From an optimization exercise on the open Yosys and OpenROAD flow, aimed at small area; shortcuts taken in it are not production practice.
Only simulation tests tie the RTL to the original design; equivalence was not proved.
Power and IR drop assume default switching activity.

===== flow/run.sh =====
#!/bin/bash
# synth_recipe.tcl (not shown) runs the flow's synth.tcl, then flattens the netlist and writes it again
# the make line also repeats each setting of config.mk as NAME=value (left out here)
make -C /OpenROAD-flow-scripts/flow DESIGN_CONFIG=/design/flow/config.mk WORK_HOME=/design/flow/orfs CLKGATE_MAP_FILE= SYNTH_SCRIPT=/design/flow/synth_recipe.tcl finish

===== flow/config.mk =====
export PLATFORM = sky130hd
export DESIGN_NAME = wm_pixel_window
export DESIGN_NICKNAME = wm_pixel_window
export VERILOG_FILES = /design/flow/design.v
export SDC_FILE = /design/flow/constraint.sdc
export NUM_CORES = 4
export LEC_CHECK = 0
export CAP_MARGIN = 20
export CORE_MARGIN = 2
export CORE_UTILIZATION = 40
export SLEW_MARGIN = 20

===== flow/constraint.sdc =====
create_clock -name core_clock -period 6.0 [get_ports {clk}]
set_input_delay 1.2000 -clock core_clock [delete_from_list [all_inputs] [get_ports {clk}]]
set_output_delay 1.2000 -clock core_clock [all_outputs]
set_load 0.01 [all_outputs]

===== flow/design.v =====
module wm_pixel_window #(
  parameter int IMG_W   = 256,
  parameter int IMG_H   = 256,
  parameter int WM_SYMS = 4096
) (
  input  logic       clk,
  input  logic       rst_n,
  input  logic       start,
  input  logic [7:0] pix_in,
  input  logic       pix_valid,
  output logic       pix_ready,
  input  logic [7:0] wm_byte,
  input  logic       wm_valid,
  output logic       wm_ready,
  output logic [7:0] data1,
  output logic [7:0] data2,
  output logic [7:0] data3,
  output logic [7:0] data4,
  output logic [1:0] wm_data,
  output logic       out_valid,
  output logic       busy,
  output logic       frame_done
);
  localparam int CW = $clog2(IMG_W);
  localparam int RW = $clog2(IMG_H);
  localparam int SR_LEN = IMG_W + 1;    
  logic          r_busy;
  logic [RW-1:0] r_row;
  logic [CW-1:0] r_col;
  logic          r_sym_avail;
  logic [7:0]    r_wm_byte;
  logic          r_win;                 
  logic [7:0]    r_sr [1:SR_LEN];
  logic       w_interior, w_needs_sym, w_accept, w_wm_accept, w_last, w_sym_win;
  logic [1:0] w_idx;
  logic [1:0] w_sym;
  assign w_interior  = (r_row != '0) && (r_col != '0);
  assign w_sym_win   = (r_row < RW'(17)) || ((r_row == RW'(17)) && (r_col < CW'(17)));
  assign w_needs_sym = w_interior && w_sym_win;
  assign busy        = r_busy;
  assign pix_ready   = r_busy && (!w_needs_sym || r_sym_avail);
  assign wm_ready    = r_busy && !r_sym_avail;
  assign w_accept    = pix_valid && pix_ready;
  assign w_wm_accept = wm_valid && wm_ready;
  assign w_last      = (r_row == RW'(IMG_H - 1)) && (r_col == CW'(IMG_W - 1));
  assign w_idx       = r_col[1:0] - r_row[1:0];
  assign frame_done  = out_valid && !r_busy;
  always_comb begin
    case (w_idx)
      2'd0: w_sym = r_wm_byte[7:6];
      2'd1: w_sym = r_wm_byte[5:4];
      2'd2: w_sym = r_wm_byte[3:2];
      default: w_sym = r_wm_byte[1:0];
    endcase
  end
  always_ff @(posedge clk or negedge rst_n) begin
    if (!rst_n) begin
      r_busy      <= 1'b0;
      r_row       <= '0;
      r_col       <= '0;
      r_sym_avail <= 1'b0;
      r_win       <= 1'b0;
      data1       <= '0;
      wm_data     <= '0;
      out_valid   <= 1'b0;
    end else begin
      out_valid <= w_accept;
      if (!r_busy) begin
        r_busy      <= start;
        r_sym_avail <= 1'b0;
      end else begin
        if (w_wm_accept) r_sym_avail <= 1'b1;
        if (w_accept) begin
          if (w_last) r_busy <= 1'b0;
          if (r_col == CW'(IMG_W - 1)) r_row <= r_row + RW'(1);
          r_col <= r_col + CW'(1);
          if (w_needs_sym && (w_idx == 2'd3)) r_sym_avail <= 1'b0;
        end
      end
      if (w_accept) begin
        data1   <= pix_in;
        r_win   <= w_interior;
        wm_data <= w_needs_sym ? w_sym : 2'b00;
      end
    end
  end
  always_ff @(posedge clk) begin
    if (w_wm_accept) r_wm_byte <= wm_byte;
    if (w_accept) begin
      r_sr[1] <= data1;
      for (int i = 2; i <= SR_LEN; i++) r_sr[i] <= r_sr[i-1];
    end
  end
  assign data2 = r_win ? r_sr[1]      : data1;
  assign data3 = r_win ? r_sr[IMG_W]  : data1;
  assign data4 = r_win ? r_sr[SR_LEN] : data1;
endmodule

==> impl_summary.log, run 1 <==
[metrics] startpoint type of the worst setup path: flop
[metrics] worst-path fanout max: 14
[metrics] final layout net count: ~2,600
[metrics] class of the tightest hold or removal check: flop to flop
[metrics] run status: no timing/DRC/antenna violations
[metrics] iteration-0 DRC count of the detailed router: 2,294
[metrics] TritonCTS buffer count: just under 200
[metrics] Final GP Congestion: ~0.74
[metrics] count of synthesis-stage warnings from yosys: 2
[metrics] DRC violations left: 0
[metrics] count of state elements after synthesis: ~2,100
[metrics] most used flip-flop cell after synthesis: edfxtp_1
[metrics] largest net degree at the start of global routing: 166
[metrics] Max IR drop VDD: 0.000307 V
[metrics] unrepaired setup endpoints after global routing: false
[metrics] CTS tree: done
[metrics] total wire length: a little under 80,000 um
[metrics] clock sink count: 2,094
[metrics] actual slew at the worst max-slew pin: between 0.8 and 0.9 ns
[metrics] level count of the clock H-tree: 4
[metrics] Finished Layout Cells: 4,776
[metrics] M1 WL: approximately 40,000 um
[metrics] count of nets left with antenna violations after detail routing: 0
[metrics] Clock Latency Late Sink: roughly 0.8 ns
[metrics] clock-pin slew of the registers on the worst-case setup and hold paths: roughly 0.060 ns
[metrics] CTS Root Cell: clkbuf_16
[metrics] DPL Wire Length: ~33,000 um
[metrics] Via density: 4.47
[metrics] Layout Skew: between 0.03 and 0.04 ns
[metrics] Chip Height: around 400 um
[metrics] deepest clock path buffer count: 3
[metrics] setup fix buffers added after clock tree synthesis: 0
[metrics] Area Overhead vs Synth: 15.4%
[metrics] number of global-route vias before repair: 21,200
[metrics] Routed wire per std cell: between 15 and 20 um
[metrics] Final Hold Viols: 0
[metrics] Initial Utilization: between 40% and 50%
[metrics] proportion of synthesized flip-flops having asynchronous set or reset: 1.43%
[metrics] max-slew violations: 0
[metrics] final setup vio count: 0
[metrics] post-cts gate resize count: 0
[metrics] static leakage power: 0.0196 uW
[metrics] Max-slew headroom: just over 40%
[metrics] Cells after DPL: around 4,400
[metrics] number of I/O port buffers: between 50 and 60
[metrics] number of antenna violations at the first check in global routing: 0
[metrics] library cells used by synthesis: 37
[metrics] number of max-capacitance violations reported: 0
[metrics] global-route total usage across every layer: about a tenth
[metrics] gate count after technology mapping: ~2,300
[metrics] Synth Net Count: between 2,000 and 2,500
[metrics] number of optimization iterations in the first detailed-route pass: 5
[metrics] fmax: approximately 0.23 GHz
[metrics] wire length of the first global-routing pass: ~120,000 um
[metrics] via count of the routed design: around 21,000
[metrics] Worst setup EP type: output port
[metrics] Boundary Pins: 60
[metrics] Worst EP arrival: around 3.1 ns
[metrics] Max Used Layer: met4
[metrics] Pwr Density: approximately 390 mW/mm^2
[metrics] CP required: between 4 and 5 ns
[metrics] fin crit period: 4.33 ns
[metrics] core region area: 0.158 mm^2
[metrics] category of the most critical setup path: flop to output port
[metrics] final core utilization: a little under half
[metrics] routed wire length on met2: 31,300 um
[metrics] post-route fraction of the period consumed by the critical path: between 70% and 80%
[metrics] area of the mapped netlist: ~0.064 mm^2
[metrics] global-route congestion overflow total: 0
[metrics] met3 layer wire length in the routed design: approximately 4000 um
[metrics] die extent in x: between 400 and 500 um
[metrics] average cell area after synthesis: 28.3 um^2
[metrics] register area share after synthesis: a little over nine tenths
[metrics] Post-CTS Hold Fix Bufs: 0
[metrics] number of flops mapped to enable cells by yosys: about 2,100
[metrics] fraction of layout cells with a size suffix above 1: between 10% and 20%
[metrics] site row count: roughly 150
[metrics] full die area: around 0.16 mm^2
[layer usage]
layer	global-route usage, %	vias up
met3	2.84	164
met4	3.82	0
met5	0	-
li1	-	9713
met2	12.1	382
met1	14.9	11100
[worst paths after layout]
check                        startpoint      endpoint  slack (ns)  cells past startpoint
setup / recovery               r_row[0]     pix_ready        1.67                      7
max in group asynchronous         rst_n         r_win        4.86                      1
hold reg to reg            r_sr[182][6]  r_sr[183][6]        0.38                      0
min in group asynchronous         rst_n      data1[2]        0.52                      1
setup reg to reg               r_row[0]  r_sr[224][6]        2.50                      8
hold / removal             r_sr[182][6]  r_sr[183][6]        0.38                      0
[synthesized netlist by cell type (5+ instances only)]
cell / number / area, um^2
and3_1: 6 / 37.5
ha_1: 7 / 87.6
nand2_1: 52 / 195
inv_1: 6 / 22.5
nand2b_1: 9 / 56.3
nand3_1: 12 / 60.1
nor2_1: 5 / 18.8
xnor2_1: 15 / 131
edfxtp_1: 2064 / 62000
mux2_4: 7 / 105
dfrtp_1: 30 / 751
[kinds of logic after synthesis]
kind of cell,share of synthesized area (%)
DFF,98.3
adders and majority gates,0.137
muxes,0.288
AOI/OAI and AO/OA,0.145
and+or+nand+nor,0.849
xor gates and xnor gates,0.220
buffers and inverters,0.0999
[sequential cells by signal, summed over array words and instances, names as in the netlist]
name	cells
data1	8
out_valid	1
r_busy	1
r_col	8
r_row	8
r_sr	2056
r_sym_avail	1
r_win	1
r_wm_byte	8
wm_data	2
[per-stage QoR]
step / setup slack (ns) / hold WS, ns / cell area [um^2] / TNS, ns / power (uW)
after floorplan: -1.16 / 0.400 / 63900 / -1988.48 / 17100
after global placement: 2.29 / 0.401 / 67400 / 0 / 17200
after detailed placement: 2.20 / 0.405 / 67400 / 0 / 17300
after CTS: 1.40 / 0.366 / 73700 / 0 / 29400
after global routing: 1.49 / 0.381 / 73700 / 0 / 30000
final: 1.67 / 0.382 / 73700 / 0 / 28900
[cell usage in the layout (no fill, tap or decap), types with 3 or more instances in the layout]
| cell type | n |
|---|---|
| and3_1 | 6 |
| buf_12 | 14 |
| buf_4 | 16 |
| bufinv_16 | 18 |
| clkbuf_1 | 47 |
| clkbuf_16 | 196 |
| clkdlybuf4s50_1 | 58 |
| clkinv_1 | 46 |
| clkinv_16 | 4 |
| clkinv_2 | 31 |
| clkinv_4 | 3 |
| clkinv_8 | 3 |
| clkinvlp_4 | 4 |
| dfrtp_1 | 29 |
| edfxtp_1 | 2064 |
| ha_1 | 7 |
| inv_1 | 6 |
| inv_16 | 3 |
| inv_6 | 7 |
| mux2_2 | 3 |
| mux2_4 | 7 |
| nand2_1 | 52 |
| nand2b_1 | 9 |
| nand3_1 | 12 |
| nand3b_1 | 3 |
| nand4_1 | 3 |
| nor2_1 | 5 |
| nor3_1 | 4 |
| o21ai_0 | 3 |
| xnor2_1 | 15 |
[cell type report]
type | instances | area (um^2)
diodes | 1 | 2.50
clock buffers | 243 | 5080
clock inverters | 119 | 1210
fillers | 12500 | 84700
inverters | 7 | 42.5
multi-input cells | 151 | 1050
flip-flops and latches | 2094 | 62700
well taps | 2072 | 2590
repair buffers | 89 | 986
[where the power goes]
group	switching, uW	leakage, uW	internal, uW	total [uW]
Combinational	419	0.00101	192	611
Clock	5110	0.00306	6820	11900
Sequential	107	0.0155	16200	16300
[critical path: stages, from the launching register on]
cell and delay, ns:
dfrtp_1 0.46, inv_1 0.12, ha_1 0.19, or4b_1 0.49
and2_4 0.18, nand4b_4 0.20, and2_1 0.16, clkdlybuf4s50_1 0.53
==> run 2: changes to the inputs <==
--- a/flow/config.mk
+++ b/flow/config.mk
@@ -5,7 +5,9 @@
 export SDC_FILE = /design/flow/constraint.sdc
 export NUM_CORES = 4
 export LEC_CHECK = 0
+export ABC_AREA = 1
 export CAP_MARGIN = 20
 export CORE_MARGIN = 2
-export CORE_UTILIZATION = 40
+export CORE_UTILIZATION = 75
+export PLACE_DENSITY = 0.85
 export SLEW_MARGIN = 20
==> impl_summary.log, run 2 <==
[metrics] commonest cells in the netlist: 2,064 x edfxtp_1, 134 x nand2_1, 30 x dfrtp_1 (was 2,064 x edfxtp_1, 52 x nand2_1, 30 x dfrtp_1)
[metrics] number of I/O port buffers: 59 (unchanged)
[metrics] portion of synthesized cell area occupied by the leading cell type: 97.0% (was 97.1%)
[metrics] most used flip-flop cell after synthesis: edfxtp_1 (unchanged)
[metrics] library cells used by synthesis: 28 (was 37)
[metrics] post-cts gate resize count: 0 (unchanged)
[metrics] clock sink count: 2,094 (unchanged)
[metrics] Chip Height: 296 um (was 404 um)
[metrics] die extent in x: 296 um (was 404 um)
[metrics] Final GP Congestion: 0.799 (was 0.744)
[metrics] count of state elements after synthesis: 2,094 (unchanged)
[metrics] CTS Root Cell: clkbuf_16 (unchanged)
[metrics] average cell area after synthesis: 27.3 um^2 (was 28.3 um^2)
[metrics] Synth Net Count: 2,372 (was 2,286)
[metrics] count of synthesis-stage warnings from yosys: 2 (unchanged)
[metrics] Post-CTS Hold Fix Bufs: 0 (unchanged)
[metrics] top cells by area in the synthesized netlist: edfxtp_1 97%, dfrtp_1 1.2%, nand2_1 0.79% (was edfxtp_1 97%, dfrtp_1 1.2%, nand2_1 0.31%)
[metrics] Fail Step: 4_1_cts
[metrics] register area share after synthesis: 98.1% (was 98.3%)
[metrics] setup fix buffers added after clock tree synthesis: 0 (unchanged)
[metrics] level count of the clock H-tree: 4 (unchanged)
[metrics] Cells after DPL: 3,576 (was 4,413)
[metrics] site row count: 107 (was 146)
[metrics] gate count after technology mapping: 2,344 (was 2,258)
[metrics] dominant cell type by area after synthesis: edfxtp_1 (unchanged)
[metrics] DPL Wire Length: 45,800 um (was 33,200 um)
[metrics] deepest clock path buffer count: 3 (unchanged)
[metrics] Initial Utilization: 75.3% (was 40.3%)
[metrics] proportion of synthesized flip-flops having asynchronous set or reset: 1.43% (unchanged)
[metrics] cell area after placement: 0.0664 mm^2 (was 0.0674 mm^2)
[metrics] most frequent cell after synthesis: edfxtp_1 (unchanged)
[metrics] Boundary Pins: 60 (unchanged)
[metrics] number of flops mapped to enable cells by yosys: 2,064 (unchanged)
[metrics] run status: stopped before the end (was no timing/DRC/antenna violations)
[metrics] TritonCTS buffer count: 183 (was 194)
[metrics] error message: [ERROR DPL-0033] detailed placement checks failed during check placement.
[metrics] area of the mapped netlist: 0.0639 mm^2 (was 0.0638 mm^2)
## run 2: worst max path at each step
stage                          from     endpoint  slack, ns
after global placement    pix_valid  r_sr[45][4]       2.24
after floorplan           pix_valid    out_valid      -0.95
after detailed placement  pix_valid  r_sr[47][4]       2.05
## run 2: stage by stage
stage / setup WS [ns] / power [uW] / utilization [%] / TNS (ns)
2_1_floorplan: -0.945 / 17600 / - / -1835.43
3_3_place_gp: 2.24 / 17600 / 78.3 / 0
3_5_place_dp: 2.05 / 17700 / 78.3 / 0
## run 2: cells by family after synthesis
group	Yosys count	synth area share, %
fa+ha+maj	7	0.137
compound gates	13	0.112
flops	2094	98.1
buf+inv	32	0.211
simple gates	183	1.21
xor+xnor	15	0.206
## run 2: power by group through the flow
stage,clock network [uW],registers [uW],logic [uW]
detailed placement,0,16900,842
global placement,0,16900,725
floorplan,0,17100,485
==> run 3: changes to the inputs <==
==> flow/flow/run.sh (new file) <==
#!/bin/bash
# Standard synthesis and layout, with a leaner clock tree (small buffers, no dummy loads)
# and the smallest buffer on the ports. Each tool's log is under orfs/logs; the whole
# output of the make run goes to standard.log.
set -euo pipefail
export CTS_ARGS="-sink_clustering_enable -repair_clock_nets -dont_use_dummy_load -sink_clustering_size 20 -buf_list sky130_fd_sc_hd__clkbuf_4"
export BUFFER_PORTS_ARGS="-buffer_cell sky130_fd_sc_hd__buf_1"
bash standard.sh > standard.log 2>&1
==> flow/standard.sh (new file) <==
#!/bin/bash
# synth_recipe.tcl (not shown) runs the flow's synth.tcl, then flattens the netlist and writes it again
# the make line also repeats each setting of config.mk as NAME=value (left out here)
make -C /OpenROAD-flow-scripts/flow DESIGN_CONFIG=/design/flow/config.mk WORK_HOME=/design/flow/orfs CLKGATE_MAP_FILE= SYNTH_SCRIPT=/design/flow/synth_recipe.tcl "${@:-finish}"
==> flow/config.mk (replaced) <==
export PLATFORM = sky130hd
export DESIGN_NAME = wm_pixel_window
export DESIGN_NICKNAME = wm_pixel_window
export VERILOG_FILES = /design/flow/design.v
export SDC_FILE = /design/flow/constraint.sdc
export NUM_CORES = 4
export LEC_CHECK = 0
export CAP_MARGIN = 10
export CORE_MARGIN = 2
export CORE_UTILIZATION = 55
export PLACE_DENSITY = 0.7
export SLEW_MARGIN = 10
removed: flow/run.sh
==> impl_summary.log, run 3 <==
[metrics] wire length of the first global-routing pass: between 100,000 and 150,000 um
[metrics] fraction of layout cells with a size suffix above 1: a little under a fifth
[metrics] Final GP Congestion: 0.722 (was 0.799)
[metrics] global-route total usage across every layer: 13.0%
[metrics] final layout net count: between 2,000 and 3,000
[metrics] most used flip-flop cell after synthesis: edfxtp_1 (unchanged)
[metrics] count of synthesis-stage warnings from yosys: 2 (unchanged)
[metrics] number of global-route vias before repair: roughly 23,000
[metrics] number of I/O port buffers: 59 (unchanged)
[metrics] most frequent cell after synthesis: edfxtp_1 (unchanged)
[metrics] final core utilization: between 60% and 70%
[metrics] Chip Height: 345 um (was 296 um)
[metrics] Synth Net Count: 2,286 (was 2,372)
[metrics] unrepaired setup endpoints after global routing: false
[metrics] count of state elements after synthesis: 2,094 (unchanged)
[metrics] Top reg by flops: r_sr
[metrics] Via density: just over 5
[metrics] die extent in x: 345 um (was 296 um)
[metrics] register area share after synthesis: 98.3% (was 98.1%)
[metrics] most frequent cells in the layout: 2,064 x edfxtp_1, 485 x clkbuf_4, 58 x buf_1
[metrics] CTS tree: done
[metrics] Worst setup EP type: output port
[metrics] full die area: around 0.12 mm^2
[metrics] total wire length: 77,100 um
[metrics] worst-path fanout max: 22
[metrics] number of flip-flops in the largest register: between 2,000 and 2,500
[metrics] Area Overhead vs Synth: 9.83%
[metrics] library cells used by synthesis: 37 (was 28)
[metrics] actual slew at the worst max-slew pin: 0.932 ns
[metrics] Layout Skew: around 0.13 ns
[metrics] count of nets left with antenna violations after detail routing: 0
[metrics] Worst EP arrival: roughly 3.1 ns
[metrics] iteration-0 DRC count of the detailed router: 1,952
[metrics] most common cell after layout, fill and taps aside: edfxtp_1
[metrics] via count of the routed design: between 20,000 and 25,000
[metrics] cell depth of the worst hold path: 2
[metrics] fmax: ~0.23 GHz
[metrics] area of the mapped netlist: 0.0638 mm^2 (was 0.0639 mm^2)
[metrics] Final Hold Viols: 0
[metrics] CTS Root Cell: clkbuf_4 (was clkbuf_16)
[metrics] global-route congestion overflow total: 0
[metrics] class of the tightest hold or removal check: primary input to flop
[metrics] core region area: 0.115 mm^2
[metrics] gate count after technology mapping: 2,258 (was 2,344)
[metrics] number of max-capacitance violations reported: 0
[metrics] max-slew violations: 0
[metrics] startpoint type of the worst setup path: flop
[metrics] category of the most critical setup path: flop to output port
[metrics] post-route fraction of the period consumed by the critical path: between 70% and 80%
[metrics] number of flops mapped to enable cells by yosys: 2,064 (unchanged)
[metrics] r2r worst-path depth: 8
[metrics] deepest clock path buffer count: 4 (was 3)
[metrics] static leakage power: between 0.015 and 0.02 uW
[metrics] top cells by area in the synthesized netlist: edfxtp_1 97%, dfrtp_1 1.2%, nand2_1 0.31% (was edfxtp_1 97%, dfrtp_1 1.2%, nand2_1 0.79%)
[metrics] run status: no timing/DRC/antenna violations (was stopped before the end)
[metrics] Max IR drop VDD: about 0.00018 V
[metrics] Initial Utilization: 55.7% (was 75.3%)
[metrics] dominant cell type by area after synthesis: edfxtp_1 (unchanged)
[metrics] number of antenna violations at the first check in global routing: 2
[metrics] average cell area after synthesis: 28.3 um^2 (was 27.3 um^2)
[metrics] number of optimization iterations in the first detailed-route pass: 5
[metrics] Pwr Density: 356 mW/mm^2
[metrics] clock sink count: 2,094 (unchanged)
[metrics] fin crit period: between 4 and 5 ns
[metrics] CP required: 4.80 ns
[metrics] proportion of synthesized flip-flops having asynchronous set or reset: 1.43% (unchanged)
[metrics] Max-slew headroom: about 38%
[metrics] Clock Latency Late Sink: about 1.2 ns
[metrics] PnR Total Power: 25,000 uW
[metrics] site row count: 124 (was 107)
[metrics] level count of the clock H-tree: 5 (was 4)
[metrics] setup TNS: 0 ns
[metrics] portion of synthesized cell area occupied by the leading cell type: 97.1% (was 97.0%)
[metrics] DRC violations left: 0
[metrics] commonest cells in the netlist: 2,064 x edfxtp_1, 52 x nand2_1, 30 x dfrtp_1 (was 2,064 x edfxtp_1, 134 x nand2_1, 30 x dfrtp_1)
[metrics] DPL Wire Length: 31,700 um (was 45,800 um)
[metrics] clock-pin slew of the registers on the worst-case setup and hold paths: approximately 0.060 ns
[metrics] setup fix buffers added after clock tree synthesis: 0 (unchanged)
[metrics] largest net degree at the start of global routing: about 170
[metrics] Routed wire per std cell: about 18 um
[metrics] final setup vio count: 0
[metrics] TritonCTS buffer count: 485 (was 183)
[metrics] Boundary Pins: 60 (unchanged)
run 3: logic make-up after synthesis:
kind of cell | share of synthesized area [%]
flip-flops | 98.3
AND/OR/NAND/NOR | 0.849
XOR/XNOR | 0.220
buffers and inverters | 0.0999
multiplexers | 0.288
AO/OA/AOI/OAI | 0.145
adder cells (fa/ha/maj) | 0.137
run 3: report_power, final:
group	switching, uW	internal, uW
logic	408	133
clock network	4450	3660
registers	96.6	16200
total	4950	20000
run 3: layout make-up:
type	count	area, um^2
timing repair buffer	99	746
antenna	6	15.0
fill	7540	44500
multi-input combinational	151	1050
inverter	7	42.5
tap	1512	1890
sequential	2094	62700
clock buffer	485	3640
run 3: per-layer routing:
| layer | up-vias | share of wire [%] | wire length, um | track usage, % |
|---|---|---|---|---|
| met3 | 175 | 5.0 | 3840 | 4.17 |
| met4 | 0 | 2.5 | 1900 | 6.81 |
| met5 | - | 0 | 0 | 0 |
| met2 | 573 | 40 | 31200 | 15.5 |
| met1 | 11400 | 52 | 40200 | 21.3 |
| li1 | 10300 | - | - | - |
run 3: worst paths after layout:
| kind | startpoint | end | slack, ns |
|---|---|---|---|
| min in group asynchronous | rst_n | wm_data[0] | 0.68 |
| hold reg to reg | r_sr[234][2] | r_sr[235][2] | 0.32 |
| setup reg to reg | r_row[0] | r_sr[42][4] | 2.28 |
| max in group asynchronous | rst_n | data1[1] | 4.69 |
| setup / recovery | r_win | data2[3] | 1.69 |
| hold / removal | pix_in[3] | data1[3] | 0.25 |
run 3: per-stage QoR:
step	instance area, um^2	worst slack, ns	hold WS, ns	instances
finish	70100	1.69	0.252	4354
CTS	70100	1.39	0.0288	4348
detailed placement	66400	2.38	0.405	3854
floorplan	63900	-1.16	0.400	2258
global route	70100	1.32	0.0930	4354
global placement	66400	2.53	0.401	3854
run 3: repair_timing:
item                      CTS  global route
hold buffers                9             0
hold endpoints to repair   32             0
resized for setup           0             0
run 3: worst max-delay path, cell delays in order, from the launching register on:
cell and delay, ns:
dfrtp_1 0.80, buf_4 0.37, nand2b_1 0.49, nand2_1 0.13
buf_1 0.16
==> run 4: changes to the inputs <==
==> flow/flow/run.sh (replaced) <==
#!/bin/bash
# Standard synthesis and layout, with a leaner clock tree (small buffers, larger sink
# clusters, no dummy loads) and the smallest buffer on the ports. Each tool's log is
# under orfs/logs; the whole output of the make run goes to standard.log.
set -euo pipefail
export CTS_ARGS="-sink_clustering_enable -repair_clock_nets -dont_use_dummy_load -sink_clustering_size 12 -sink_clustering_max_diameter 50 -buf_list sky130_fd_sc_hd__clkbuf_4"
export BUFFER_PORTS_ARGS="-buffer_cell sky130_fd_sc_hd__buf_1"
bash standard.sh > standard.log 2>&1
--- a/flow/config.mk
+++ b/flow/config.mk
@@ -7,6 +7,6 @@
 export LEC_CHECK = 0
 export CAP_MARGIN = 10
 export CORE_MARGIN = 2
-export CORE_UTILIZATION = 55
-export PLACE_DENSITY = 0.7
+export CORE_UTILIZATION = 65
+export PLACE_DENSITY = 0.75
 export SLEW_MARGIN = 10
==> impl_summary.log, run 4 <==
[metrics] run status: no timing/DRC/antenna violations (unchanged)
[metrics] proportion of synthesized flip-flops having asynchronous set or reset: 1.43% (unchanged)
[metrics] full die area: 0.101 mm^2 (was 0.119 mm^2)
[metrics] core region area: 0.0970 mm^2 (was 0.115 mm^2)
[metrics] design area: 0.0674 mm^2 (was 0.0701 mm^2)
[metrics] gate count after technology mapping: 2,258 (unchanged)
[metrics] Area Overhead vs Synth: 5.58% (was 9.83%)
[metrics] cell area after placement: 0.0659 mm^2 (was 0.0664 mm^2)
[metrics] CTS Root Cell: clkbuf_4 (unchanged)
[metrics] fin crit period: 4.20 ns (was 4.31 ns)
[metrics] Post-CTS Hold Fix Bufs: 0 (was 9)
[metrics] iteration-0 DRC count of the detailed router: 2,210 (was 1,952)
[metrics] Cells after DPL: 3,609 (was 3,854)
[metrics] number of flip-flops in the largest register: 2,056 (unchanged)
[metrics] site row count: 114 (was 124)
[metrics] clock-pin slew of the registers on the worst-case setup and hold paths: 0.11 ns (was 0.06 ns)
[metrics] Chip Height: 317 um (was 345 um)
[metrics] Routed wire per std cell: 19.5 um (was 17.7 um)
[metrics] max-slew violations: 0 (unchanged)
[metrics] top cells by area in the synthesized netlist: edfxtp_1 97%, dfrtp_1 1.2%, nand2_1 0.31% (unchanged)
[metrics] global-route total usage across every layer: 14.9% (was 13.0%)
[metrics] number of global-route vias before repair: 20,200 (was 22,700)
[metrics] TritonCTS buffer count: 195 (was 485)
[metrics] Final GP Congestion: 0.737 (was 0.722)
[metrics] Max IR drop VDD: 0.000202 V (was 0.000183 V)
[metrics] Pwr Density: 328 mW/mm^2 (was 356 mW/mm^2)
[metrics] most used flip-flop cell after synthesis: edfxtp_1 (unchanged)
[metrics] commonest cells in the netlist: 2,064 x edfxtp_1, 52 x nand2_1, 30 x dfrtp_1 (unchanged)
[metrics] critical path's largest stage delay: 0.48 ns (was 0.80 ns)
[metrics] portion of synthesized cell area occupied by the leading cell type: 97.1% (unchanged)
[metrics] Initial Utilization: 65.8% (was 55.7%)
[metrics] wire length of the first global-routing pass: 113,000 um (was 121,000 um)
[metrics] DPL Wire Length: 33,600 um (was 31,700 um)
[metrics] post-route fraction of the period consumed by the critical path: 70.0% (was 71.9%)
[metrics] count of nets left with antenna violations after detail routing: 0 (unchanged)
[metrics] count of synthesis-stage warnings from yosys: 2 (unchanged)
[metrics] critical path, cell by cell: inv_1, ha_1, or4b_1, and2_4, nand4b_4, and2_1, buf_1 (was buf_4, nand2b_1, nand2_1, buf_1)
[metrics] Boundary Pins: 60 (unchanged)
[metrics] number of flops mapped to enable cells by yosys: 2,064 (unchanged)
[metrics] Max-slew headroom: 39.9% (was 37.9%)
[metrics] number of antenna violations at the first check in global routing: 4 (was 2)
[metrics] final setup vio count: 0 (unchanged)
[metrics] clock sink count: 2,094 (unchanged)
[metrics] Via density: 5.52 (was 5.15)
[metrics] deepest clock path buffer count: 3 (was 4)
[metrics] Slowest cell on crit path: or4b_1 (was dfrtp_1)
[metrics] final layout net count: 2,558 (was 2,866)
[metrics] CP Buf/Inv Count: 2 (unchanged)
[metrics] dominant cell type by area after synthesis: edfxtp_1 (unchanged)
[metrics] die extent in x: 317 um (was 345 um)
[metrics] most common cell after layout, fill and taps aside: edfxtp_1 (unchanged)
[metrics] unrepaired setup endpoints after global routing: false (unchanged)
[metrics] static leakage power: 0.0172 uW (was 0.0187 uW)
[metrics] post-placement worst setup slack: 2.35 ns (was 2.38 ns)
[metrics] Synth Net Count: 2,286 (unchanged)
[metrics] library cells used by synthesis: 37 (unchanged)
[metrics] CTS tree: done (unchanged)
[metrics] largest net degree at the start of global routing: 190 (was 169)
[metrics] count of state elements after synthesis: 2,094 (unchanged)
[metrics] number of I/O port buffers: 59 (unchanged)
[metrics] cell family with the largest share of critical-path delay: simple AND/OR/NAND/NOR gates (was flip-flops)
[metrics] number of max-capacitance violations reported: 0 (unchanged)
[metrics] most frequent cell after synthesis: edfxtp_1 (unchanged)
[metrics] register area share after synthesis: 98.3% (unchanged)
[metrics] post-cts gate resize count: 0 (unchanged)
[metrics] via count of the routed design: 21,000 (was 22,400)
[metrics] total wire length: 74,300 um (was 77,100 um)
[metrics] area of the mapped netlist: 0.0638 mm^2 (unchanged)
[metrics] global-route congestion overflow total: 0 (unchanged)
[metrics] level count of the clock H-tree: 4 (was 5)
[metrics] DRC violations left: 0 (unchanged)
[metrics] Clock Latency Late Sink: 1.06 ns (was 1.19 ns)
[metrics] final core utilization: 69.5% (was 61.2%)
[metrics] most frequent cells in the layout: 2,064 x edfxtp_1, 195 x clkbuf_4, 58 x buf_1 (was 2,064 x edfxtp_1, 485 x clkbuf_4, 58 x buf_1)
[metrics] category of the most critical setup path: flop to output port (unchanged)
[metrics] startpoint type of the worst setup path: flop (unchanged)
[metrics] Worst EP arrival: 3.00 ns (was 3.11 ns)
[metrics] setup fix buffers added after clock tree synthesis: 0 (unchanged)
[metrics] worst-path fanout max: 14 (was 22)
[metrics] fraction of layout cells with a size suffix above 1: 9.38% (was 18.9%)
[metrics] number of optimization iterations in the first detailed-route pass: 5 (unchanged)
[metrics] Worst setup EP type: output port (unchanged)
[metrics] Finished Layout Cells: 3,806 (was 4,354)
[metrics] Top reg by flops: r_sr (unchanged)
[metrics] class of the tightest hold or removal check: primary input to async pin (was primary input to flop)
[metrics] average cell area after synthesis: 28.3 um^2 (unchanged)
[metrics] Final Hold Viols: 0 (unchanged)
[metrics] Layout Skew: 0.0962 ns (was 0.129 ns)
[metrics] Hold Slack: 0.167 ns (was 0.252 ns)
[metrics] CP required: 4.80 ns (about the same)
[metrics] actual slew at the worst max-slew pin: 0.901 ns (was 0.932 ns)
[metrics] fmax: 0.238 GHz (was 0.232 GHz)
[metrics] smallest setup slack after layout: 1.80 ns (was 1.69 ns)
-- run 4: cell counts after synthesis --
No cell type changed its count.
-- run 4: power breakdown --
group	switching (uW)	total, uW	internal [uW]
Clock	3780	5280	1500
Sequential	102	16300	16200
Combinational	426	546	120
Total	4310	22100	17800
-- run 4: metal layers --
layer / vias up / global-route usage (%) / share of wire, %
li1: 9561 / - / -
met1: 10800 / 26.1 / 53
met2: 498 / 18.3 / 40
met3: 142 / 3.42 / 5.3
met4: 0 / 5.55 / 2.2
met5: - / 0 / 0
-- run 4: area by class of cell --
class                           instances  area, um^2
Fill cell                            5531       29600
Inverter                                7        42.5
Tap cell                             1276        1600
Timing Repair Buffer                   81         513
Sequential cell                      2094       62700
Clock buffer                          195        1460
Multi-Input combinational cell        151        1050
Antenna cell                            2        5.00
-- run 4: cell families (layout without fill, tap and decap cells) --
| group | Yosys count | after routing | synth area share [%] |
|---|---|---|---|
| mux | 12 | 12 | 0.288 |
| fa+ha+maj | 7 | 7 | 0.137 |
| buf+inv | 13 | 283 | 0.0999 |
| simple gates | 106 | 106 | 0.849 |
| other cells | 0 | 2 | 0 |
| xor+xnor | 16 | 16 | 0.220 |
| flops | 2094 | 2094 | 98.3 |
| compound gates | 10 | 10 | 0.145 |
-- run 4: final timing paths --
kind                                end    startpoint  cells after the start  slack (ns)
max                           pix_ready      r_row[0]                      7        1.80
min                            data1[7]         rst_n                      2        0.17
max reg2reg                r_sr[127][1]      r_row[0]                      8        2.29
min reg2reg                r_sr[128][1]  r_sr[127][1]                      0        0.33
max in group asynchronous        r_busy         rst_n                      2        5.38
min in group core_clock    r_sr[128][1]  r_sr[127][1]                      0        0.33
-- run 4: worst reg2reg max path, delay by kind of cell (launching register included) --
| family | cells | cell delay, ns |
|---|---|---|
| fa+ha+maj | 1 | 0.20 |
| buf+inv | 3 | 1.50 |
| flops | 1 | 0.47 |
| simple gates | 4 | 1.00 |
-- run 4: stage by stage --
stage / power [uW] / TNS (ns)
finish: 22100 / 0
global route: 23100 / 0
CTS: 22500 / 0
detailed placement: 17200 / 0
global placement: 17200 / 0
floorplan: 17100 / -1988.48
==> run 5: changes to the inputs <==
==> flow/flow/run.sh (replaced) <==
#!/bin/bash
# Standard synthesis and layout, with a leaner clock tree (small buffers, larger sink
# clusters, no dummy loads) and the smallest buffer on the ports. Each tool's log is
# under orfs/logs; the whole output of the make run goes to standard.log.
set -euo pipefail
export CTS_ARGS="-sink_clustering_enable -repair_clock_nets -dont_use_dummy_load -sink_clustering_size 20 -sink_clustering_max_diameter 60 -buf_list sky130_fd_sc_hd__clkbuf_8"
export BUFFER_PORTS_ARGS="-buffer_cell sky130_fd_sc_hd__buf_1"
bash standard.sh > standard.log 2>&1
--- a/flow/config.mk
+++ b/flow/config.mk
@@ -5,8 +5,8 @@
 export SDC_FILE = /design/flow/constraint.sdc
 export NUM_CORES = 4
 export LEC_CHECK = 0
-export CAP_MARGIN = 10
+export CAP_MARGIN = 0
 export CORE_MARGIN = 2
 export CORE_UTILIZATION = 65
 export PLACE_DENSITY = 0.75
-export SLEW_MARGIN = 10
+export SLEW_MARGIN = 0
==> impl_summary.log, run 5 <==
[metrics] Max IR drop VDD: 0.000232 V (was 0.000202 V)
[metrics] startpoint type of the worst setup path: flop (unchanged)
[metrics] count of synthesis-stage warnings from yosys: 2 (unchanged)
[metrics] number of global-route vias before repair: 19,400 (was 20,200)
[metrics] TritonCTS buffer count: 119 (was 195)
[metrics] number of optimization iterations in the first detailed-route pass: 6 (was 5)
[metrics] clock-pin slew of the registers on the worst-case setup and hold paths: 0.11 ns (about the same)
[metrics] category of the most critical setup path: flop to output port (unchanged)
[metrics] average cell area after synthesis: 28.3 um^2 (unchanged)
[metrics] most frequent cells in the layout: 2,064 x edfxtp_1, 119 x clkbuf_8, 58 x buf_1 (was 2,064 x edfxtp_1, 195 x clkbuf_4, 58 x buf_1)
[metrics] site row count: 114 (unchanged)
[metrics] Cells after DPL: 3,609 (unchanged)
[metrics] global-route congestion overflow total: 0 (unchanged)
[metrics] actual slew at the worst max-slew pin: 0.919 ns (was 0.901 ns)
[metrics] Final GP Congestion: 0.737 (unchanged)
[metrics] start point of the worst min-delay path: r_sr[116][6]
[metrics] startpoint of the lowest-slack register-to-register path: r_row[0] (unchanged)
[metrics] full die area: 0.101 mm^2 (unchanged)
[metrics] cell area after placement: 0.0659 mm^2 (unchanged)
[metrics] Max-slew headroom: 38.8% (was 39.9%)
[metrics] fmax: 0.256 GHz (was 0.238 GHz)
[metrics] worst setup path startpoint: r_row[0] (unchanged)
[metrics] fin crit period: 3.90 ns (was 4.20 ns)
[metrics] most used flip-flop cell after synthesis: edfxtp_1 (unchanged)
[metrics] Worst setup EP type: output port (unchanged)
[metrics] worst-path fanout max: 14 (unchanged)
[metrics] Pwr Density: 330 mW/mm^2 (was 328 mW/mm^2)
[metrics] CTS tree: done (unchanged)
[metrics] core region area: 0.0970 mm^2 (unchanged)
[metrics] number of max-capacitance violations reported: 0 (unchanged)
[metrics] CTS Root Cell: clkbuf_8 (was clkbuf_4)
[metrics] setup fix buffers added after clock tree synthesis: 0 (unchanged)
[metrics] register area share after synthesis: 98.3% (unchanged)
[metrics] final layout net count: 2,482 (was 2,558)
[metrics] global-route total usage across every layer: 14.3% (was 14.9%)
[metrics] proportion of synthesized flip-flops having asynchronous set or reset: 1.43% (unchanged)
[metrics] Layout Skew: 0.0735 ns (was 0.0962 ns)
[metrics] area of the mapped netlist: 0.0638 mm^2 (unchanged)
[metrics] total wire length: 72,700 um (was 74,300 um)
[metrics] run status: no timing/DRC/antenna violations (unchanged)
[metrics] top cells by area in the synthesized netlist: edfxtp_1 97%, dfrtp_1 1.2%, nand2_1 0.31% (unchanged)
[metrics] post-cts gate resize count: 0 (unchanged)
[metrics] gate count after technology mapping: 2,258 (unchanged)
[metrics] CP Buf/Inv Count: 2 (unchanged)
[metrics] Top reg by flops: r_sr (unchanged)
[metrics] number of antenna violations at the first check in global routing: 4 (unchanged)
[metrics] Final Hold Viols: 0 (unchanged)
[metrics] Post-CTS Hold Fix Bufs: 0 (unchanged)
[metrics] Routed wire per std cell: 19.5 um (about the same)
[metrics] DPL Wire Length: 33,600 um (unchanged)
[metrics] design area: 0.0676 mm^2 (was 0.0674 mm^2)
[metrics] via count of the routed design: 20,600 (was 21,000)
[metrics] level count of the clock H-tree: 3 (was 4)
[metrics] number of flip-flops in the largest register: 2,056 (unchanged)
[metrics] Synth Net Count: 2,286 (unchanged)
[metrics] Hold Slack: 0.341 ns (was 0.167 ns)
[metrics] unrepaired setup endpoints after global routing: false (unchanged)
[metrics] clock sink count: 2,094 (unchanged)
[metrics] fraction of layout cells with a size suffix above 1: 6.57% (was 9.38%)
[metrics] Slowest cell on crit path: dfrtp_1 (was or4b_1)
[metrics] portion of synthesized cell area occupied by the leading cell type: 97.1% (unchanged)
[metrics] commonest cells in the netlist: 2,064 x edfxtp_1, 52 x nand2_1, 30 x dfrtp_1 (unchanged)
[metrics] Area Overhead vs Synth: 5.85% (was 5.58%)
[metrics] most frequent cell after synthesis: edfxtp_1 (unchanged)
[metrics] class of the tightest hold or removal check: flop to flop (was primary input to async pin)
[metrics] critical path's largest stage delay: 0.47 ns (was 0.48 ns)
[metrics] Finished Layout Cells: 3,731 (was 3,806)
[metrics] Worst EP arrival: 2.70 ns (was 3.00 ns)
[metrics] count of state elements after synthesis: 2,094 (unchanged)
[metrics] critical path, cell by cell: inv_1, ha_1, or4b_1, and2_4, nand4b_4, and2_1, buf_1 (unchanged)
[metrics] die extent in x: 317 um (unchanged)
[metrics] number of flops mapped to enable cells by yosys: 2,064 (unchanged)
[metrics] static leakage power: 0.0172 uW (about the same)
[metrics] deepest clock path buffer count: 3 (unchanged)
[metrics] CP required: 4.80 ns (about the same)
[metrics] final setup vio count: 0 (unchanged)
[metrics] Initial Utilization: 65.8% (unchanged)
[metrics] Chip Height: 317 um (unchanged)
[metrics] max-slew violations: 0 (unchanged)
[metrics] PnR Total Power: 22,300 uW (was 22,100 uW)
[metrics] cell family with the largest share of critical-path delay: simple AND/OR/NAND/NOR gates (unchanged)
[metrics] number of I/O port buffers: 59 (unchanged)
[metrics] dominant cell type by area after synthesis: edfxtp_1 (unchanged)
[metrics] count of nets left with antenna violations after detail routing: 0 (unchanged)
[metrics] iteration-0 DRC count of the detailed router: 2,004 (was 2,210)
[metrics] largest net degree at the start of global routing: 190 (unchanged)
[metrics] wire length of the first global-routing pass: 110,000 um (was 113,000 um)
[metrics] DRC violations left: 0 (unchanged)
[metrics] library cells used by synthesis: 37 (unchanged)
[metrics] most common cell after layout, fill and taps aside: edfxtp_1 (unchanged)
[metrics] Via density: 5.51 (was 5.52)
[metrics] post-route fraction of the period consumed by the critical path: 65.0% (was 70.0%)
[metrics] Boundary Pins: 60 (unchanged)
[metrics] Clock Latency Late Sink: 0.79 ns (was 1.06 ns)
-- run 5: cell counts after synthesis --
No cell type changed its count.
-- run 5: cells by family after synthesis --
logic type / share of synthesized area, %
buf+inv: 0.0999
simple gates: 0.849
fa+ha+maj: 0.137
flops: 98.3
mux: 0.288
compound gates: 0.145
xor+xnor: 0.220
-- run 5: final timing paths --
path / end / slack [ns] / cells past startpoint
min: r_sr[117][6] / 0.34 / 0
max in group asynchronous: out_valid / 5.09 / 2
min in group asynchronous: data1[7] / 0.44 / 2
min reg2reg: r_sr[117][6] / 0.34 / 0
max: pix_ready / 2.10 / 7
max reg2reg: r_sr[119][0] / 2.34 / 8
-- run 5: routing by layer --
metal  vias up  track usage (%)  wire (um)
li1       9325                -          -
met1     10700             25.3      38400
met2       417             18.3      29200
met3       124             2.57       3540
met4         0             4.44       1560
met5         -                0          0
-- run 5: layout make-up --
class	count	area, um^2
diodes	3	7.51
clock buffers	119	1640
fillers	5341	29400
inverters	7	42.5
multi-input cells	151	1050
flip-flops and latches	2094	62700
well taps	1276	1600
repair buffers	81	513
-- run 5: where the power goes --
part / switching, uW / leakage [uW] / internal (uW)
Sequential: 102 / 0.0155 / 16200
Clock: 3660 / 0.000856 / 1780
Combinational: 425 / 0.000791 / 121
Total: 4190 / 0.0172 / 18100
-- run 5: worst register-to-register path, cell delays in order, from the launching register on --
cell      delay, ns
dfrtp_1        0.47
inv_1          0.12
ha_1           0.20
or4b_1         0.48
and2_4         0.17
nand4b_4       0.20
nand2_4        0.15
inv_16         0.50
buf_12         0.89
-- run 5: through the flow --
step	setup slack (ns)	util [%]	setup TNS (ns)
finish	2.10	69.7	0
global route	1.94	69.7	0
CTS	2.00	69.7	0
detailed placement	2.35	68.0	0
global placement	2.52	68.0	0
floorplan	-1.16	-	-1988.48
==> run 6: changes to the inputs <==
--- a/flow/config.mk
+++ b/flow/config.mk
@@ -5,8 +5,10 @@
 export SDC_FILE = /design/flow/constraint.sdc
 export NUM_CORES = 4
 export LEC_CHECK = 0
-export CAP_MARGIN = 0
+export CAP_MARGIN = 10
 export CORE_MARGIN = 2
 export CORE_UTILIZATION = 65
+export GPL_ROUTABILITY_DRIVEN = 0
+export GPL_TIMING_DRIVEN = 0
 export PLACE_DENSITY = 0.75
-export SLEW_MARGIN = 0
+export SLEW_MARGIN = 10
==> impl_summary.log, run 6 <==
[metrics] run status: no timing/DRC/antenna violations (unchanged)
[metrics] most common cell after layout, fill and taps aside: edfxtp_1 (unchanged)
[metrics] most frequent cells in the layout: 2,064 x edfxtp_1, 118 x clkbuf_8, 58 x buf_1 (was 2,064 x edfxtp_1, 119 x clkbuf_8, 58 x buf_1)
[metrics] Max IR drop VDD: 0.000232 V (about the same)
[metrics] Area Overhead vs Synth: 5.94% (was 5.85%)
[metrics] full die area: 0.101 mm^2 (unchanged)
[metrics] level count of the clock H-tree: 3 (unchanged)
[metrics] library cells used by synthesis: 37 (unchanged)
[metrics] DPL Wire Length: 34,300 um (was 33,600 um)
[metrics] Synth Net Count: 2,286 (unchanged)
[metrics] die extent in x: 317 um (unchanged)
[metrics] register area share after synthesis: 98.3% (unchanged)
[metrics] largest net degree at the start of global routing: 204 (was 190)
[metrics] via count of the routed design: 20,700 (was 20,600)
[metrics] worst setup path startpoint: r_row[0] (unchanged)
[metrics] Post-CTS Hold Fix Bufs: 0 (unchanged)
[metrics] clock-pin slew of the registers on the worst-case setup and hold paths: 0.11 ns (about the same)
[metrics] post-placement worst setup slack: 1.09 ns (was 2.35 ns)
[metrics] dominant cell type by area after synthesis: edfxtp_1 (unchanged)
[metrics] Worst setup EP type: flop (was output port)
[metrics] Max Used Layer: met4 (unchanged)
[metrics] gate count after technology mapping: 2,258 (unchanged)
[metrics] number of antenna violations at the first check in global routing: 5 (was 4)
[metrics] area of the mapped netlist: 0.0638 mm^2 (unchanged)
[metrics] fmax: 0.208 GHz (was 0.256 GHz)
[metrics] CTS tree: done (unchanged)
[metrics] max-slew violations: 0 (unchanged)
[metrics] total wire length: 73,900 um (was 72,700 um)
[metrics] count of state elements after synthesis: 2,094 (unchanged)
[metrics] number of global-route vias before repair: 19,700 (was 19,400)
[metrics] Final Hold Viols: 0 (unchanged)
[metrics] Boundary Pins: 60 (unchanged)
[metrics] global-route total usage across every layer: 14.4% (was 14.3%)
[metrics] most frequent cell after synthesis: edfxtp_1 (unchanged)
[metrics] average cell area after synthesis: 28.3 um^2 (unchanged)
[metrics] smallest setup slack after layout: 1.18 ns (was 2.10 ns)
[metrics] Chip Height: 317 um (unchanged)
[metrics] Top reg by flops: r_sr (unchanged)
[metrics] clock sink count: 2,094 (unchanged)
[metrics] Cells after DPL: 3,605 (was 3,609)
[metrics] static leakage power: 0.0172 uW (about the same)
[metrics] setup fix buffers added after clock tree synthesis: 0 (unchanged)
[metrics] category of the most critical setup path: flop to flop (was flop to output port)
[metrics] worst reg2reg setup slack: 1.18 ns (was 2.34 ns)
[metrics] core region area: 0.0970 mm^2 (unchanged)
[metrics] setup TNS: 0 ns (unchanged)
[metrics] cell area after placement: 0.0660 mm^2 (was 0.0659 mm^2)
[metrics] DRC violations left: 0 (unchanged)
[metrics] Worst EP arrival: 5.47 ns (was 2.70 ns)
[metrics] cell occurring most often along the worst timing path: buf_16
[metrics] Initial Utilization: 65.8% (unchanged)
[metrics] number of I/O port buffers: 59 (unchanged)
[metrics] number of flip-flops in the largest register: 2,056 (unchanged)
[metrics] top cells by area in the synthesized netlist: edfxtp_1 97%, dfrtp_1 1.2%, nand2_1 0.31% (unchanged)
[metrics] Finished Layout Cells: 3,727 (was 3,731)
[metrics] count of synthesis-stage warnings from yosys: 2 (unchanged)
[metrics] CTS Root Cell: clkbuf_8 (unchanged)
[metrics] routed wire length on met2: 29,400 um (was 29,200 um)
[metrics] deepest clock path buffer count: 3 (unchanged)
[metrics] Max-slew headroom: 31.2% (was 38.8%)
[metrics] global-route congestion overflow total: 0 (unchanged)
[metrics] iteration-0 DRC count of the detailed router: 2,315 (was 2,004)
[metrics] count of nets left with antenna violations after detail routing: 0 (unchanged)
[metrics] fin crit period: 4.82 ns (was 3.90 ns)
[metrics] number of optimization iterations in the first detailed-route pass: 5 (was 6)
[metrics] post-route fraction of the period consumed by the critical path: 80.3% (was 65.0%)
[metrics] number of filler instances in the final layout: 5,428 (was 5,341)
[metrics] critical path's largest stage delay: 0.61 ns (was 0.47 ns)
[metrics] most used flip-flop cell after synthesis: edfxtp_1 (unchanged)
[metrics] number of flops mapped to enable cells by yosys: 2,064 (unchanged)
[metrics] CP required: 6.65 ns (was 4.80 ns)
[metrics] unrepaired setup endpoints after global routing: false (unchanged)
[metrics] startpoint of the lowest-slack register-to-register path: r_row[0] (unchanged)
[metrics] M1 WL: 39,000 um (was 38,400 um)
[metrics] class of the tightest hold or removal check: primary input to async pin (was flop to flop)
[metrics] final setup vio count: 0 (unchanged)
[metrics] fraction of layout cells with a size suffix above 1: 6.21% (was 6.57%)
[metrics] Pwr Density: 330 mW/mm^2 (about the same)
[metrics] startpoint type of the worst setup path: flop (unchanged)
[metrics] portion of synthesized cell area occupied by the leading cell type: 97.1% (unchanged)
[metrics] met3 layer wire length in the routed design: 3750 um (was 3540 um)
[metrics] site row count: 114 (unchanged)
[metrics] wire length of the first global-routing pass: 111,000 um (was 110,000 um)
[metrics] post-cts gate resize count: 0 (unchanged)
[metrics] Routed wire per std cell: 19.8 um (was 19.5 um)
[metrics] Via density: 5.55 (was 5.51)
[metrics] design area: 0.0676 mm^2 (about the same)
[metrics] commonest cells in the netlist: 2,064 x edfxtp_1, 52 x nand2_1, 30 x dfrtp_1 (unchanged)
[metrics] Slowest cell on crit path: buf_16 (was dfrtp_1)
[metrics] proportion of synthesized flip-flops having asynchronous set or reset: 1.43% (unchanged)
[metrics] Layout Skew: 0.0667 ns (was 0.0735 ns)
[metrics] worst-path fanout max: 194 (was 14)
[metrics] critical path, cell by cell: inv_1, ha_1, or4b_1, and2_4, nand4b_4, nand2_4, inv_4, buf_16, buf_16, buf_16, buf_16, mux2_4 (was inv_1, ha_1, or4b_1, and2_4, nand4b_4, and2_1, buf_1)
[metrics] TritonCTS buffer count: 118 (was 119)
[metrics] actual slew at the worst max-slew pin: 1.03 ns (was 0.919 ns)
[metrics] final layout net count: 2,477 (was 2,482)
[metrics] Clock Latency Late Sink: 0.78 ns (was 0.79 ns)
[metrics] number of max-capacitance violations reported: 0 (unchanged)
[run 6: cell counts after synthesis]
Identical to the previous run, type by type.
[run 6: area by class of cell]
class	instances	area (um^2)	area share [%]
diodes	4	10.0	0.0148
inverters	7	28.8	0.0425
clock buffers	118	1620	2.40
plain buffers	6	50.0	0.0740
repair buffers	71	546	0.807
flip-flops and latches	2094	62700	92.8
multi-input cells	151	1050	1.55
well taps	1276	1600	2.36
[run 6: kinds of logic (layout without fill, tap and decap cells)]
group	after synthesis	in the layout	share of synthesized area, %
other	0	4	0
multiplexers	12	12	0.288
AND/OR/NAND/NOR	106	106	0.849
adder cells (fa/ha/maj)	7	7	0.137
XOR/XNOR	16	16	0.220
flip-flops	2094	2094	98.3
buffers and inverters	13	202	0.0999
AO/OA/AOI/OAI	10	10	0.145
[run 6: report_power, final]
group | internal [uW] | switching, uW | leakage [uW]
clock network | 1770 | 3660 | 0.000848
logic | 127 | 463 | 0.000804
registers | 16200 | 94.4 | 0.0155
[run 6: path summary, 6_finish.rpt]
check | endpoint | cells after the start
worst max-delay path | data1[6] | 12
worst min-delay path | data1[2] | 1
worst max register to register | data1[6] | 12
worst min register to register | r_sr[99][1] | 0
max in group asynchronous | data1[5] | 2
min in group core_clock | r_sr[99][1] | 0
[run 6: worst max-delay path, delay by kind of cell (launching register included)]
family / cells / cell delay (ns)
fa+ha+maj: 1 / 0.18
buf+inv: 6 / 2.43
flops: 1 / 0.47
mux: 1 / 0.35
simple gates: 4 / 0.85
[run 6: per-layer routing]
layer | up-vias | global-route usage [%]
li1 | 9321 | -
met4 | 0 | 4.09
met2 | 449 | 18.4
met3 | 120 | 2.89
met1 | 10800 | 25.5
met5 | - | 0
[run 6: through the flow]
step	utilization (%)	power [uW]	hold WS, ns
after floorplan	-	17100	0.400
after global placement	67.7	17300	0.404
after detailed placement	68.0	17200	0.405
after CTS	69.7	22600	0.160
after global routing	69.7	23200	0.171
final	69.7	22300	0.251
==> run 7: changes to the inputs <==
--- a/flow/config.mk
+++ b/flow/config.mk
@@ -8,7 +8,5 @@
 export CAP_MARGIN = 10
 export CORE_MARGIN = 2
 export CORE_UTILIZATION = 65
-export GPL_ROUTABILITY_DRIVEN = 0
-export GPL_TIMING_DRIVEN = 0
 export PLACE_DENSITY = 0.75
 export SLEW_MARGIN = 10
==> impl_summary.log, run 7 <==
[metrics] Worst setup EP type: output port (was flop)
[metrics] DRC violations left: 0 (unchanged)
[metrics] number of antenna violations at the first check in global routing: 4 (was 5)
[metrics] Final GP Congestion: 0.737
[metrics] number of optimization iterations in the first detailed-route pass: 6 (was 5)
[metrics] DPL Wire Length: 33,600 um (was 34,300 um)
[metrics] wire length of the first global-routing pass: 110,000 um (was 111,000 um)
[metrics] fraction of power consumed by combinational cells: 2.4% (was 2.6%)
[metrics] final setup vio count: 0 (unchanged)
[metrics] library cells used by synthesis: 37 (unchanged)
[metrics] number of global-route vias before repair: 19,400 (was 19,700)
[metrics] Worst EP arrival: 2.70 ns (was 5.47 ns)
[metrics] number of flip-flops in the largest register: 2,056 (unchanged)
[metrics] run status: no timing/DRC/antenna violations (unchanged)
[metrics] global-route total usage across every layer: 14.3% (was 14.4%)
[metrics] top cells by area in the synthesized netlist: edfxtp_1 97%, dfrtp_1 1.2%, nand2_1 0.31% (unchanged)
[metrics] Synth Net Count: 2,286 (unchanged)
[metrics] CP required: 4.80 ns (was 6.65 ns)
[metrics] deepest clock path buffer count: 3 (unchanged)
[metrics] most common cell after layout, fill and taps aside: edfxtp_1 (unchanged)
[metrics] Initial Utilization: 65.8% (unchanged)
[metrics] Max IR drop VDD: 0.000232 V (about the same)
[metrics] portion of synthesized cell area occupied by the leading cell type: 97.1% (unchanged)
[metrics] TritonCTS buffer count: 119 (was 118)
[metrics] clock sink count: 2,094 (unchanged)
[metrics] area of the mapped netlist: 0.0638 mm^2 (unchanged)
[metrics] Max-slew headroom: 38.8% (was 31.2%)
[metrics] static leakage power: 0.0172 uW (about the same)
[metrics] count of state elements after synthesis: 2,094 (unchanged)
[metrics] max-slew violations: 0 (unchanged)
[metrics] post-cts gate resize count: 0 (unchanged)
[metrics] iteration-0 DRC count of the detailed router: 2,004 (was 2,315)
[metrics] most frequent cells in the layout: 2,064 x edfxtp_1, 119 x clkbuf_8, 58 x buf_1 (was 2,064 x edfxtp_1, 118 x clkbuf_8, 58 x buf_1)
[metrics] category of the most critical setup path: flop to output port (was flop to flop)
[metrics] die extent in x: 317 um (unchanged)
[metrics] fraction of layout cells with a size suffix above 1: 6.57% (was 6.21%)
[metrics] Layout Skew: 0.0735 ns (was 0.0667 ns)
[metrics] clock-pin slew of the registers on the worst-case setup and hold paths: 0.11 ns (about the same)
[metrics] final layout net count: 2,482 (was 2,477)
[metrics] number of I/O port buffers: 59 (unchanged)
[metrics] actual slew at the worst max-slew pin: 0.919 ns (was 1.03 ns)
[metrics] Routed wire per std cell: 19.5 um (was 19.8 um)
[metrics] Final Hold Viols: 0 (unchanged)
[metrics] fin crit period: 3.90 ns (was 4.82 ns)
[metrics] number of flops mapped to enable cells by yosys: 2,064 (unchanged)
[metrics] number of filler instances in the final layout: 5,341 (was 5,428)
[metrics] unrepaired setup endpoints after global routing: false (unchanged)
[metrics] via count of the routed design: 20,600 (was 20,700)
[metrics] site row count: 114 (unchanged)
[metrics] commonest cells in the netlist: 2,064 x edfxtp_1, 52 x nand2_1, 30 x dfrtp_1 (unchanged)
[metrics] post-route fraction of the period consumed by the critical path: 65.0% (was 80.3%)
[metrics] startpoint of the lowest-slack register-to-register path: r_row[0] (unchanged)
[metrics] CTS tree: done (unchanged)
[metrics] setup fix buffers added after clock tree synthesis: 0 (unchanged)
[metrics] most used flip-flop cell after synthesis: edfxtp_1 (unchanged)
[metrics] fmax: 0.256 GHz (was 0.208 GHz)
[metrics] dominant cell type by area after synthesis: edfxtp_1 (unchanged)
[metrics] Post-CTS Hold Fix Bufs: 0 (unchanged)
[metrics] Chip Height: 317 um (unchanged)
[metrics] Top reg by flops: r_sr (unchanged)
[metrics] most frequent cell after synthesis: edfxtp_1 (unchanged)
[metrics] count of nets left with antenna violations after detail routing: 0 (unchanged)
[metrics] switching share of total power: 18.8% (was 18.9%)
[metrics] level count of the clock H-tree: 3 (unchanged)
[metrics] global-route congestion overflow total: 0 (unchanged)
[metrics] core region area: 0.0970 mm^2 (unchanged)
[metrics] full die area: 0.101 mm^2 (unchanged)
[metrics] internal power: 18,100 uW (about the same)
[metrics] proportion of synthesized flip-flops having asynchronous set or reset: 1.43% (unchanged)
[metrics] start point of the worst min-delay path: r_sr[116][6]
[metrics] number of max-capacitance violations reported: 0 (unchanged)
[metrics] worst setup path startpoint: r_row[0] (unchanged)
[metrics] startpoint type of the worst setup path: flop (unchanged)
[metrics] class of the tightest hold or removal check: flop to flop (was primary input to async pin)
[metrics] setup TNS: 0 ns (unchanged)
[metrics] Clock Latency Late Sink: 0.79 ns (was 0.78 ns)
[metrics] P_sw: 4190 uW (was 4220 uW)
[metrics] Via density: 5.51 (was 5.55)
[metrics] gate count after technology mapping: 2,258 (unchanged)
[metrics] Pwr Density: 330 mW/mm^2 (about the same)
[metrics] Boundary Pins: 60 (unchanged)
[metrics] largest net degree at the start of global routing: 190 (was 204)
[metrics] register area share after synthesis: 98.3% (unchanged)
[metrics] total wire length: 72,700 um (was 73,900 um)
[metrics] clock share of power: 24.4% (was 24.3%)
[metrics] CTS Root Cell: clkbuf_8 (unchanged)
[metrics] count of synthesis-stage warnings from yosys: 2 (unchanged)
[metrics] average cell area after synthesis: 28.3 um^2 (unchanged)
[metrics] PnR Total Power: 22,300 uW (about the same)
[metrics] worst-path fanout max: 14 (was 194)
[metrics] Area Overhead vs Synth: 5.85% (was 5.94%)
[metrics] relative contribution of sequential cells to total power: 73.1% (was 73.0%)
[run 7: layout make-up]
class / count / area [um^2] / share of cell area [%]
repair buffers: 81 / 513 / 0.759
inverters: 7 / 42.5 / 0.0630
diodes: 3 / 7.51 / 0.0111
clock buffers: 119 / 1640 / 2.42
flip-flops and latches: 2094 / 62700 / 92.8
well taps: 1276 / 1600 / 2.36
multi-input cells: 151 / 1050 / 1.55
[run 7: kinds of logic after synthesis]
group                    synth area share [%]
XOR/XNOR                                0.220
buffers and inverters                  0.0999
multiplexers                            0.288
AO/OA/AOI/OAI                           0.145
flip-flops                               98.3
adder cells (fa/ha/maj)                 0.137
AND/OR/NAND/NOR                         0.849
[run 7: worst paths after layout]
check	to	slack, ns	depth (start not counted)
worst max-delay path	pix_ready	2.10	7
worst min-delay path	r_sr[117][6]	0.34	0
worst max register to register	r_sr[119][0]	2.34	8
worst min register to register	r_sr[117][6]	0.34	0
max in group asynchronous	out_valid	5.09	2
min in group asynchronous	data1[7]	0.44	2
[run 7: per-layer routing]
metal  global-route usage, %  up-vias  routed length [um]
li1                        -     9325                   -
met1                    25.3    10700               38400
met2                    18.3      417               29200
met3                    2.57      124                3540
met4                    4.44        0                1560
met5                       0        -                   0
[run 7: per-stage QoR]
| stage | area [um^2] | util, % | hold slack, ns | instances | worst slack, ns |
|---|---|---|---|---|---|
| after floorplan | 63900 | - | 0.400 | 2258 | -1.16 |
| after global placement | 65900 | 68.0 | 0.400 | 3609 | 2.52 |
| after detailed placement | 65900 | 68.0 | 0.405 | 3609 | 2.35 |
| after CTS | 67600 | 69.7 | 0.335 | 3728 | 2.00 |
| after global routing | 67600 | 69.7 | 0.356 | 3731 | 1.94 |
| final | 67600 | 69.7 | 0.341 | 3731 | 2.10 |
[run 7: worst max-delay path, cell delays in order, from the launching register on]
cell and delay, ns:
dfrtp_1 0.47, inv_1 0.12, ha_1 0.20, or4b_1 0.47, and2_4 0.17, nand4b_4 0.20, and2_1 0.16, buf_1 0.15
[run 7: power groups by stage]
stage	registers [uW]	logic, uW	clock network, uW
finish	16300	546	5440
global route	16300	610	6190
CTS	16300	554	5740
detailed placement	16600	560	0
global placement	16600	531	0
floorplan	16700	369	0
==> run 8: changes to the inputs <==
--- a/flow/config.mk
+++ b/flow/config.mk
@@ -7,6 +7,6 @@
 export LEC_CHECK = 0
 export CAP_MARGIN = 10
 export CORE_MARGIN = 2
-export CORE_UTILIZATION = 65
-export PLACE_DENSITY = 0.75
+export CORE_UTILIZATION = 60
+export PLACE_DENSITY = 0.65
 export SLEW_MARGIN = 10
==> impl_summary.log, run 8 <==
[metrics] average cell area after synthesis: 28.3 um^2 (unchanged)
[metrics] max-slew violations: 0 (unchanged)
[metrics] fmax: 0.255 GHz (was 0.256 GHz)
[metrics] site row count: 119 (was 114)
[metrics] Worst EP arrival: 2.72 ns (was 2.70 ns)
[metrics] number of optimization iterations in the first detailed-route pass: 15 (was 6)
[metrics] Final Hold Viols: 0 (unchanged)
[metrics] final setup vio count: 0 (unchanged)
[metrics] most frequent cell after synthesis: edfxtp_1 (unchanged)
[metrics] Area Overhead vs Synth: 6.50% (was 5.85%)
[metrics] library cells used by synthesis: 37 (unchanged)
[metrics] number of filler instances in the final layout: 6,690 (was 5,341)
[metrics] Finished Layout Cells: 3,870 (was 3,731)
[metrics] dominant cell type by area after synthesis: edfxtp_1 (unchanged)
[metrics] TritonCTS buffer count: 133 (was 119)
[metrics] via count of the routed design: 20,600 (about the same)
[metrics] internal power: 18,300 uW (was 18,100 uW)
[metrics] count of nets left with antenna violations after detail routing: 0 (unchanged)
[metrics] P_sw: 4280 uW (was 4190 uW)
[metrics] Clock Latency Late Sink: 0.82 ns (was 0.79 ns)
[metrics] fraction of power consumed by combinational cells: 2.4% (about the same)
[metrics] final layout net count: 2,508 (was 2,482)
[metrics] Slowest cell on crit path: dfrtp_1 (unchanged)
[metrics] met3 layer wire length in the routed design: 2660 um (was 3540 um)
[metrics] register area share after synthesis: 98.3% (unchanged)
[metrics] proportion of synthesized flip-flops having asynchronous set or reset: 1.43% (unchanged)
[metrics] smallest setup slack after layout: 2.08 ns (was 2.10 ns)
[metrics] number of flip-flops in the largest register: 2,056 (unchanged)
[metrics] DPL Wire Length: 31,600 um (was 33,600 um)
[metrics] Cells after DPL: 3,736 (was 3,609)
[metrics] die extent in x: 330 um (was 317 um)
[metrics] critical path, cell by cell: inv_1, ha_1, or4b_1, and2_4, nand4b_4, and2_1, buf_1 (unchanged)
[metrics] CP required: 4.80 ns (about the same)
[metrics] setup fix buffers added after clock tree synthesis: 0 (unchanged)
[metrics] number of antenna violations at the first check in global routing: 1 (was 4)
[metrics] CTS tree: done (unchanged)
[metrics] Max IR drop VDD: 0.000190 V (was 0.000232 V)
[metrics] most frequent cells in the layout: 2,064 x edfxtp_1, 133 x clkbuf_8, 58 x buf_1 (was 2,064 x edfxtp_1, 119 x clkbuf_8, 58 x buf_1)
[metrics] global-route congestion overflow total: 0 (unchanged)
[metrics] post-route fraction of the period consumed by the critical path: 65.3% (was 65.0%)
[metrics] number of global-route vias before repair: 19,800 (was 19,400)
[metrics] Final GP Congestion: 0.723 (was 0.737)
[metrics] Top reg by flops: r_sr (unchanged)
[metrics] post-cts gate resize count: 0 (unchanged)
[metrics] category of the most critical setup path: flop to output port (unchanged)
[metrics] portion of synthesized cell area occupied by the leading cell type: 97.1% (unchanged)
[metrics] post-placement worst setup slack: 2.38 ns (was 2.35 ns)
[metrics] run status: no timing/DRC/antenna violations (unchanged)
[metrics] full die area: 0.109 mm^2 (was 0.101 mm^2)
## run 8: cell count changes in the layout (fill, tap and decap cells not counted)
cell,previous run,this run
dfrtp_2,0,1
dfrtp_1,30,29
buf_12,10,9
buf_4,12,25
diode_2,3,1
clkbuf_8,119,133
## run 8: final timing paths
kind	cells after the start	slack (ns)	from	end
max	7	2.08	r_row[0]	pix_ready
min	0	0.36	r_sr[122][5]	r_sr[123][5]
max reg2reg	8	2.19	r_row[0]	r_sr[122][5]
min reg2reg	0	0.36	r_sr[122][5]	r_sr[123][5]
max in group asynchronous	1	4.87	rst_n	r_win
min in group asynchronous	1	0.51	rst_n	r_sym_avail
## run 8: cell families (layout without fill, tap and decap cells)
kind of cell / Yosys count / count (layout) / share of synthesized area, %
flops: 2094 / 2094 / 98.3
simple gates: 106 / 106 / 0.849
xor+xnor: 16 / 16 / 0.220
buf+inv: 13 / 233 / 0.0999
mux: 12 / 12 / 0.288
compound gates: 10 / 10 / 0.145
fa+ha+maj: 7 / 7 / 0.137
other cells: 0 / 1 / 0
## run 8: worst max-delay path, delay by kind of cell (launching register included)
family                   cells  cell delay (ns)
adder cells (fa/ha/maj)      1             0.17
AND/OR/NAND/NOR              4             1.02
flip-flops                   1             0.48
buffers and inverters        2             0.27
## run 8: area by class of cell
cell class	count	area [um^2]	area share, %
Inverter	7	42.5	0.0626
Multi-Input combinational cell	151	1050	1.54
Clock buffer	133	1830	2.69
Timing Repair Buffer	93	591	0.869
Antenna cell	1	2.50	0.00368
Sequential cell	2094	62700	92.3
Tap cell	1391	1740	2.56
## run 8: through the flow
| step | power (uW) | hold slack [ns] | instance area [um^2] | util, % |
|---|---|---|---|---|
| 2_1_floorplan | 17100 | 0.400 | 63900 | - |
| 4_1_cts | 23000 | 0.367 | 68000 | 64.5 |
| 6_report | 22600 | 0.361 | 68000 | 64.5 |
| 3_3_place_gp | 17200 | 0.400 | 66200 | 62.8 |
| 5_1_grt | 23500 | 0.377 | 68000 | 64.5 |
| 3_5_place_dp | 17200 | 0.405 | 66200 | 62.8 |
## run 8: layer usage
metal	track usage (%)	up-vias
li1	-	9368
met2	16.5	303
met1	23.1	10800
met4	4.63	0
met3	2.91	120
met5	0	-
## run 8: power groups by stage
stage / Sequential (uW) / Clock, uW / Combinational, uW
floorplan: 16700 / 0 / 369
global placement: 16600 / 0 / 530
detailed placement: 16600 / 0 / 558
CTS: 16300 / 6140 / 554
global route: 16300 / 6580 / 608
finish: 16300 / 5780 / 541

afterwards: timing with drivers on the ports:
In the flow no input, the clock included, has a driving cell. The finished layouts below were timed again as built, in two steps. Step 1, drivers: a clkbuf_16 drives clk and a buf_2 each remaining input, both assumed. Step 2 also shifts input and output timing later by t, the mid clock arrival at the registers, as if the neighbouring blocks saw the same clock. Slacks: ideal ports / drivers / drivers and shift; pairs: ideal ports / drivers.
| run | shift t [ns] | setup WS [ns] |
|---|---|---|
| run 1 | 0.843 | 1.671 / 1.602 / 2.229 |
| run 3 | 1.199 | 1.687 / 1.624 / 2.275 |
| run 4 | 1.089 | 1.799 / 1.735 / 2.286 |
| run 5 | 0.819 | 2.100 / 2.034 / 2.344 |
| run 6 | 0.817 | 1.185 / 1.133 / 1.185 |
| run 7 | 0.819 | 2.100 / 2.034 / 2.344 |
| run 8 | 0.838 | 2.083 / 2.017 / 2.191 |
After both steps setup and hold are still met in every run listed.
